Background: an optimization exercise with open tools, aiming at small area, a short achievable clock period and few clock cycles per item. Do not read the settings as production practice. RTL that was checked went through simulation tests only; none was proved equivalent to the original. Power is estimated from default activity; no workload was simulated.

// tx_zc_phase_gen
module tx_zc_phase_gen #(
    parameter int NZC_W  = tx_zc_pkg::ZC_NZC_W_DEF,
    parameter int OUT_W  = tx_zc_pkg::ZC_OUT_W_DEF,
    parameter int INV_W  = tx_zc_pkg::ZC_INV_W_DEF,
    parameter int PH_W   = NZC_W + 5
) (
    input  logic             sys_clk,
    input  logic             rst,
    input  logic             start,
    input  logic             abort,
    input  logic [NZC_W-1:0] zc_N_zc,
    input  logic [NZC_W-1:0] zc_len,
    input  logic [NZC_W-1:0] zc_start_index,
    input  logic [PH_W-1:0]  zc_Q,
    input  logic [PH_W-1:0]  zc_P,
    input  logic [INV_W-1:0] zc_inv_T,
    input  logic             theta_ready,
    output logic             theta_valid,
    output logic [OUT_W-1:0] theta_data,
    output logic             theta_last,
    output logic             busy,
    output logic             cfg_err
);
Size: ~2800 cells after synthesis, roughly 250 flip-flops, roughly 110 I/O pins, about 27000 sq um of cells after synthesis.
export LEC_CHECK = 0
export CAP_MARGIN = 20
export CORE_MARGIN = 2
export CORE_UTILIZATION = 40
export CTS_BUF_LIST = sky130_fd_sc_hd__clkbuf_8
export CTS_CLUSTER_DIAMETER = 60
export CTS_CLUSTER_SIZE = 20
export SETUP_SLACK_MARGIN = 4.0
export SLEW_MARGIN = 20
create_clock -name core_clock -period 8.0 [get_ports {sys_clk}]
standard.sh (not shown) runs the stock make flow with config.mk's settings and CLKGATE_MAP_FILE= SYNTH_SCRIPT=/design/flow/synth_recipe.tcl, a recipe that flattens the netlist after the stock synthesis.
==> flow/flow/run.sh <==
#!/bin/bash
# The standard layout, with the ports buffered by buf_2 cells instead of the
# default choice of buffer cell.
set -euo pipefail
export BUFFER_PORTS_ARGS="-buffer_cell sky130_fd_sc_hd__buf_2"
bash standard.sh > standard.log 2>&1
Then changed:
--- a/flow/design.v
+++ b/flow/design.v
@@ -23,15 +23,13 @@
     logic [18:0] pp4;
     logic [18:0] pp5;
     logic [18:0] pp6;
     logic [18:0] pp7;
     logic [18:0] pp8;
     logic [34:0] ra, rb;
-    logic [22:6] r_a, r_b;
-    logic [34:23] w_hp, w_ho, w_hg;
-    logic        r_p23, r_z0h, r_z1h;
+    logic [34:6] r_a, r_b;
     logic        r_sgn, r_c6;
     logic [6:0]  w_l6;
     logic s1;
     logic c2;
     logic s3;
     logic c4;
@@ -736,39 +734,32 @@
     assign rb[32] = c300;
     assign ra[33] = s303;
     assign rb[33] = c302;
     assign ra[34] = s305;
     assign rb[34] = c304;
     assign w_l6 = {1'b0, ra[5:0]} + {1'b0, rb[5:0]};
-    assign w_hp = ra[34:23] ^ rb[34:23];
-    assign w_ho = ra[34:23] | rb[34:23];
-    assign w_hg = ra[34:23] & rb[34:23];
     always_ff @(posedge clk) begin
         if (i_en) begin
-            r_a   <= ra[22:6];
-            r_b   <= rb[22:6];
-            r_p23 <= w_hp[23];
-            r_z0h <= (w_ho[33:23] == w_hp[34:24]);
-            r_z1h <= (w_hg[33:23] == ~w_hp[34:24]);
+            r_a   <= ra[34:6];
+            r_b   <= rb[34:6];
             r_sgn <= r_dsgn;
             r_c6  <= w_l6[6];
         end
     end
     logic [22:6] w_lo;
     logic [17:0] w_sum;
     assign w_sum = {r_a[22:6], r_c6} + {r_b[22:6], r_c6};
     assign w_lo  = w_sum[17:1];
     assign o_p  = w_lo[22:6];
-    logic [23:17] w_p;
-    logic [22:17] w_o, w_g;
+    logic [34:17] w_p, w_o, w_g;
     logic         w_z0, w_z1;
-    assign w_p   = {r_p23, r_a[22:17] ^ r_b[22:17]};
-    assign w_o   = r_a[22:17] | r_b[22:17];
-    assign w_g   = r_a[22:17] & r_b[22:17];
-    assign w_z0  = !w_lo[17] && (w_o == w_p[23:18]) && r_z0h;
-    assign w_z1  = w_lo[17] && (w_g == ~w_p[23:18]) && r_z1h;
+    assign w_p   = r_a[34:17] ^ r_b[34:17];
+    assign w_o   = r_a[34:17] | r_b[34:17];
+    assign w_g   = r_a[34:17] & r_b[34:17];
+    assign w_z0  = !w_lo[17] && (w_o[33:17] == w_p[34:18]);
+    assign w_z1  = w_lo[17] && (w_g[33:17] == ~w_p[34:18]);
     assign o_y   = (w_z0 || w_z1) ? w_lo[17:6] : (r_sgn ? 12'h800 : 12'h7ff);
 endmodule
 module tx_zc_phase_gen #(
     parameter int NZC_W  = tx_zc_pkg::ZC_NZC_W_DEF,
     parameter int OUT_W  = tx_zc_pkg::ZC_OUT_W_DEF,
     parameter int INV_W  = tx_zc_pkg::ZC_INV_W_DEF,
Outcome:
- The new run completed without violations
- global-route usage falls by 0.90 points
- die area rises by 1.7%
- clock skew falls by 0.0097 ns
- synthesized area rises by 1.7%
- sequential power rises by 21%
- clock power rises by about 9%
- sequential share of layout area rises by 2.5 points
- synthesized cell count barely changes
Testbench counts after the change, summed over its fixed seeds: cycles 47,060, items 46,621.
For the first run of this note, only the layout was checked, not whether the RTL still works.

## static timing again, ports no longer ideal
No port has a modelled driver above. Below, the same layouts with a new extraction and two added sets of constraints.
Step 1 assumes that a clkbuf_16 drives the clock port and a buf_2 every other input.
Step 2 also shifts input and output timing later by t, the mid clock arrival at the registers, as if the neighbouring blocks saw the same clock.
Slacks: ideal ports / drivers / drivers and shift; pairs: ideal ports / drivers.
run | shift t [ns] | setup WS [ns] | worst setup path after step 2 | pins driven straight from the clock port
the first run | 0.724 | 3.720 / 3.720 / 3.577 | input to register | 1
the second run | 0.671 | 4.074 / 4.074 / 3.489 | input to register | 1
After both steps setup and hold are still met in every run listed. For the second run, which loses most, drivers alone change the setup slack by 0.000 ns; drivers and shift together by -0.585 ns.
